Context: an optimization exercise on an open-source flow, tuned for small area, a short achievable clock period and few clock cycles. The choices shown serve that exercise and are no tape-out recipe.
At most, simulation tests tie the RTL to the original design; equivalence was not proved.
Power figures rest on the tool's default switching activity, not on a simulated workload.

run 1:
==> flow/design.v (excerpt) <==
module access_rights_table_unit
#(
  parameter int unsigned ENTRIES      = art_pkg::ENTRIES_DEF,
  parameter int unsigned MAX_SUBJECTS = art_pkg::MAX_SUBJECTS_DEF,
  parameter int unsigned MAX_OBJECTS  = art_pkg::MAX_OBJECTS_DEF
) (
  input  logic             clk_i,
  input  logic             rst_ni,
  input  logic             cfg_we_i,
  input  logic             cfg_idx_i,
  input  logic [art_pkg::CFG_W-1:0] cfg_data_i,
  input  logic             s_axis_tvalid,
  output logic             s_axis_tready,
  input  logic [15:0]      s_axis_tdata,   
  output logic             m_axis_tvalid,
  input  logic             m_axis_tready,
  output logic [31:0]      m_axis_tdata,   
  output logic             m_axis_tlast
);
Size in the first run: roughly 760 flip-flops, roughly 62 I/O pins, roughly 44000 µm² of cells after synthesis.
clock: 8.0 ns
lec_check: 0
cap_margin: 20
core_margin: 2
core_utilization: 40
cts_cluster_diameter: 80
cts_cluster_size: 30
place_density: 0.6
setup_slack_margin: 3.5
slew_margin: 20
run.sh (not shown) runs the stock make flow with config.mk's settings and CLKGATE_MAP_FILE= SYNTH_SCRIPT=/design/flow/synth_recipe.tcl, a recipe that flattens the netlist after the stock synthesis.
No stage failed in run 1, and the final checks on the layout all came back clean.
Here is what was changed in the inputs of run 2 compared with run 1.
-- flow/config.mk --
<<< run 1, line 10
export CORE_UTILIZATION = 40
export CTS_CLUSTER_DIAMETER = 80
export CTS_CLUSTER_SIZE = 30
export PLACE_DENSITY = 0.6
export SETUP_SLACK_MARGIN = 3.5
export SLEW_MARGIN = 20
>>> run 2, line 10
export CORE_UTILIZATION = 40
export PLACE_DENSITY = 0.6
export SETUP_SLACK_MARGIN = 3.3
export SLEW_MARGIN = 20
Results
Run 2 | stages: all done | timing, DRC, antenna: all pass
On run 2: shortest clock period the worst path allows after layout is 0.13 ns higher than what run 1 gave.
Delta (run 2 minus run 1): number of DRC markers after the initial detailed-route iteration decreased 11%; total power decreased about 4.4%; number of antenna violations at the first check in global routing decreased 5; core utilization of the finished layout decreased 1.2 points; placed cell count essentially unchanged.
Clock-buffer cell count was higher in the run labelled run 2.
Changes in run 3 relative to run 2:
-- flow/config.mk --
<<< run 2, line 7
export LEC_CHECK = 0
export CAP_MARGIN = 20
export CORE_MARGIN = 2
export CORE_UTILIZATION = 40
export PLACE_DENSITY = 0.6
export SETUP_SLACK_MARGIN = 3.3
export SLEW_MARGIN = 20
>>> run 3, line 7
export LEC_CHECK = 0
export CAP_MARGIN = 5
export CORE_MARGIN = 2
export CORE_UTILIZATION = 40
export CTS_CLUSTER_DIAMETER = 80
export CTS_CLUSTER_SIZE = 30
export PLACE_DENSITY = 0.6
export SETUP_SLACK_MARGIN = 3.3
export SLEW_MARGIN = 5
==> results.txt <==
Run 2 vs run 3, highest routing layer actually used: met4 vs met5
Vias: run 3 fewer than run 2
Relative to run 2, the worst setup slack of run 3 is lower by 0.013 ns.
Run 3 against run 2: leakage power of the design decreased by 2.7% relative to the old numbers; post-CTS setup buffer count +about 2.3%.
Portion of the clock cycle consumed by the worst path in the final layout: run 3 higher than run 2
Inputs modified between run 3 and run 4:
==> flow/config.mk <==
export PLATFORM = sky130hd
export DESIGN_NAME = access_rights_table_unit
export DESIGN_NICKNAME = access_rights_table_unit
export VERILOG_FILES = /design/flow/design.v
export SDC_FILE = /design/flow/constraint.sdc
export NUM_CORES = 4
export LEC_CHECK = 0
export CAP_MARGIN = 20
export CORE_MARGIN = 2
export CORE_UTILIZATION = 55
export CTS_CLUSTER_DIAMETER = 80
export CTS_CLUSTER_SIZE = 30
export PLACE_DENSITY = 0.7
export SETUP_SLACK_MARGIN = 3.3
export SLEW_MARGIN = 20
Compared with run 3, run 4 shows a higher first-iteration DRC count.
Between run 3 and run 4, the number of gates on the worst path with buffers counted is lower for run 3.
In run 4 the worst setup slack turned out 0.031 ns higher than in run 3.
Going from run 3 to run 4, time the final worst path needs with I/O delays and setup went down 0.031 ns, core utilization went up 17 points.
Run 4 finished every step from synthesis to the final layout, and the layout passed the timing, DRC and antenna checks.
Input-level comparison between run 5 and run 4:
-- flow/config.mk --
<<< run 4, line 9
export CORE_MARGIN = 2
export CORE_UTILIZATION = 55
export CTS_CLUSTER_DIAMETER = 80
export CTS_CLUSTER_SIZE = 30
export PLACE_DENSITY = 0.7
export SETUP_SLACK_MARGIN = 3.3
export SLEW_MARGIN = 20
>>> run 5, line 9
export CORE_MARGIN = 2
export CORE_UTILIZATION = 40
export PLACE_DENSITY = 0.6
export SETUP_SLACK_MARGIN = 3.6
export SLEW_MARGIN = 20
==> results.txt <==
- Run 5 reached the final stage; the timing, DRC and antenna checks on its layout passed.
- Of the two values seen for worst setup path endpoint, hc_q[10] was produced by run 4 and rts_q[58][0] by run 5.
- Run 5 against run 4: wire length of the first global-routing pass up 2.5%, core occupancy in the finished layout down 13 points, simple-gate area share of the yosys netlist flat.
- Final cell count (run 5 vs. run 4) increases by more than 10%
- Against run 4, finished layout cell area in run 5 came out worse.
- The number of search-and-repair iterations in the first detailed-routing pass in run 5 sits 1 below the value recorded for run 4.
- As of run 5, total net switching power had risen by more than 10% compared to run 4.
- Diff run 4 -> run 5: overall power consumption increased 23%; number of logic stages on the critical path including buffering shows an increase of 1; die footprint has increased.
No functional check of the RTL was part of any run of this note.

---

access_rights_table_unit, a different RTL version from the one above (not shown whole).
For scale: about 770 flip-flops, about 43,000 sq um of cells after synthesis.
Settings: LEC_CHECK=0, CAP_MARGIN=20, CORE_MARGIN=2, CORE_UTILIZATION=45, CTS_CLUSTER_DIAMETER=80, CTS_CLUSTER_SIZE=30, PLACE_DENSITY=0.65, SETUP_SLACK_MARGIN=3.3, SLEW_MARGIN=20; clock period 8.0 ns.
Testbench counts at the start, summed over its fixed seeds: cycles 7,924.
Next try:
Settings changed: CORE_UTILIZATION 45 to 40, PLACE_DENSITY 0.65 to 0.6.
Result: Routed wire length is higher by 1.7%; final area came out higher by 0.39%; setup slack improved by 0.16 ns; sequential power barely changes; clock power increases by about 7%.
Next try:
Settings changed: GPL_TIMING_DRIVEN from default to 0.
What happened:
- synthesized cell count is unchanged
- setup slack got worse by 0.38 ns
- sequential power fell by about 3%
- area after synthesis stays the same
- power rose by 26%
Next try:
Settings changed: GPL_TIMING_DRIVEN 0 to default, SETUP_SLACK_MARGIN 3.3 to 3.2.
After rerunning: The new run passed the timing, DRC and antenna checks. Sequential power grows by about 3%. Power drops by 20%. Via count goes down by 9.0%. Worst setup slack gets better by 0.15 ns. Synthesized cell count stays the same. Count of clock-buffer cells in the layout stays the same. Synthesized area is unchanged.
Next try:
Settings changed: SETUP_SLACK_MARGIN 3.2 to 3.4.
Effect: The changed run finished with timing, DRC and antenna clean; worst setup slack gains 0.11 ns; flip-flop and latch count does not change; first-iteration DRC count goes up by a few percent; wire length goes down slightly.

---

access_rights_table_unit, a different RTL version from the one above (not shown whole).
For scale: ~4100 cells after synthesis, roughly 760 flip-flops, roughly 44000 um2 of cells after synthesis.
Settings: LEC_CHECK=0, CAP_MARGIN=20, CORE_MARGIN=2, CORE_UTILIZATION=40, PLACE_DENSITY=0.6, SETUP_SLACK_MARGIN=3.0, SLEW_MARGIN=20; clock period 8.0 ns.
The starting point ran to the end with no violations.
==> next run, changes <==
--- a/flow/config.mk
+++ b/flow/config.mk
@@ -12 +12 @@
-export SETUP_SLACK_MARGIN = 3.0
+export SETUP_SLACK_MARGIN = 3.3
The new run went through all stages and came out clean.
Synthesized area is unchanged.
Cell area increases by 2.8%.
Setup slack improves by 0.26 ns.
No functional check of the RTL was part of any run of this note.

---

access_rights_table_unit, a different RTL version from the one above (not shown whole).
Size: roughly 3900 cells after synthesis, roughly 43000 um^2 of cells after synthesis.
Settings: LEC_CHECK=0, CAP_MARGIN=20, CORE_MARGIN=2, CORE_UTILIZATION=40, CTS_CLUSTER_DIAMETER=80, CTS_CLUSTER_SIZE=30, PLACE_DENSITY=0.6, SETUP_SLACK_MARGIN=3.6, SLEW_MARGIN=20; clock period 8.0 ns.
The baseline finished clean.
Testbench counts at the start, summed over its fixed seeds: cycles 7,924.
Rerun with:
Settings changed: SETUP_SLACK_MARGIN 3.6 to 3.0.
The new run produced a clean layout.
Die area stays the same.
Area after synthesis stays the same.
Wire length is lower by about 4.6%.
Non-clock buffer count is lower by 149.
Rerun with:
Settings changed: SETUP_SLACK_MARGIN 3.0 to 3.3.
Result: Routed wire length rises by 3.7%; power rises by 4.6%; area after synthesis stays the same; die area stays the same; register-to-register slack gains 350 ps; cell area rises by 3.1%; sequential power rises by about 2%; critical path depth rises by 2; synthesized cell count stays the same; via count rises by 1.2%.
Rerun with:
Settings changed: CORE_UTILIZATION 40 to 55, PLACE_DENSITY 0.6 to 0.7.
=> The new run passed the timing, DRC and antenna checks; clock-buffer cell count is higher by 1; power is lower by 0.55%; flip-flop and latch count is unchanged.

---

access_rights_table_unit, a different RTL version from the one above (not shown whole).
Size: about 800 flip-flops.
## access_rights_table_unit
module access_rights_table_unit
#(
  parameter int unsigned ENTRIES      = art_pkg::ENTRIES_DEF,
  parameter int unsigned MAX_SUBJECTS = art_pkg::MAX_SUBJECTS_DEF,
  parameter int unsigned MAX_OBJECTS  = art_pkg::MAX_OBJECTS_DEF
) (
  input  logic             clk_i,
  input  logic             rst_ni,
  input  logic             cfg_we_i,
  input  logic             cfg_idx_i,
  input  logic [art_pkg::CFG_W-1:0] cfg_data_i,
  input  logic             s_axis_tvalid,
  output logic             s_axis_tready,
  input  logic [15:0]      s_axis_tdata,   
  output logic             m_axis_tvalid,
  input  logic             m_axis_tready,
  output logic [31:0]      m_axis_tdata,   
  output logic             m_axis_tlast
);
Settings: LEC_CHECK=0, CAP_MARGIN=20, CORE_MARGIN=2, CORE_UTILIZATION=40, CTS_BUF_LIST=sky130_fd_sc_hd__clkbuf_4 sky130_fd_sc_hd__clkbuf_8, CTS_CLUSTER_SIZE=20, PLACE_DENSITY=0.6, SETUP_SLACK_MARGIN=3.5, SLEW_MARGIN=20; clock period 8.0 ns.
The first run finished clean.
Testbench counts at the start, summed over its fixed seeds: cycles 7,894.
Rerun with:
Settings changed: CTS_BUF_LIST sky130_fd_sc_hd__clkbuf_4 sky130_fd_sc_hd__clkbuf_8 to unset, CTS_CLUSTER_SIZE 20 to unset, SETUP_SLACK_MARGIN 3.5 to 2.5.
=> Total power falls by 7.1%; final area came out lower by 10%; hold slack gets better by 0.0057 ns; clock power rises by 13%; count of clock-buffer cells in the layout drops by 90.
Rerun with:
Settings changed: SETUP_SLACK_MARGIN 2.5 to 3.0.
What happened: Worst hold slack is about the same. Final cell count came out higher by 0.75%. Synthesized cell count is unchanged. Area after synthesis stays the same. Power is higher by 1.6%.
Rerun with:
Settings changed: SETUP_SLACK_MARGIN 3.0 to 4.0.
Effect: The changed run completed without violations. Hold slack stays flat. Routed wire length rises by a little under a tenth. Sequential share of layout area shrinks by 4.4 points. Power goes up by a little under a tenth. Setup slack gets better by 0.31 ns. Synthesized cell count is unchanged.

==> separate check: timing with driven ports <==
How much do the figures lean on ideal ports? The routed layouts below were timed once more, with nothing changed but the port constraints.
Step 1: set_driving_cell puts a clkbuf_16 on clk_i and a buf_2 on each other input, an assumption about the parent block.
Step 2 also shifts input and output timing later by t, the mid clock arrival at the registers, as if the neighbouring blocks saw the same clock.
a / b / c = ideal ports / drivers / drivers and shift; a / b = the first two.
run	t (ns)	setup WS [ns]	worst slew at a driven data input, ns
run 1	0.757	3.242 / 3.242 / 2.778	0.06
run 2	0.760	3.110 / 3.110 / 2.780	0.05
run 3	0.751	3.097 / 3.097 / 2.728	0.05
run 4	0.710	3.128 / 3.128 / 2.879	0.05
run 5	0.763	3.192 / 3.192 / 2.908	0.05
the first run of note 2	0.712	3.123 / 3.123 / 2.755	0.05
the second run of note 2	0.754	3.282 / 3.282 / 2.707	0.07
the third run of note 2	0.770	2.906 / 2.906 / 2.716	0.05
the fourth run of note 2	0.738	3.057 / 3.057 / 2.652	0.09
the fifth run of note 2	0.748	3.167 / 3.167 / 2.745	0.08
the first run of note 3	0.757	2.982 / 2.982 / 2.429	0.06
the second run of note 3	0.760	3.237 / 3.237 / 2.670	0.06
the first run of note 4	0.739	3.243 / 3.243 / 2.956	0.05
the second run of note 4	0.712	2.886 / 2.886 / 2.484	0.06
the third run of note 4	0.736	3.239 / 3.239 / 2.819	0.05
the fourth run of note 4	0.703	3.104 / 3.104 / 2.795	0.05
the first run of note 5	0.925	3.236 / 3.236 / 3.201	0.07
the second run of note 5	0.758	2.453 / 2.453 / 2.453	0.08
the third run of note 5	0.758	2.980 / 2.980 / 2.980	0.08
the fourth run of note 5	0.782	3.286 / 3.286 / 3.263	0.07
After both steps setup and hold are still met in every run listed. The setup slack of the second run of note 2, which loses most, moves by 0.000 ns with the drivers and by -0.575 ns with both steps.
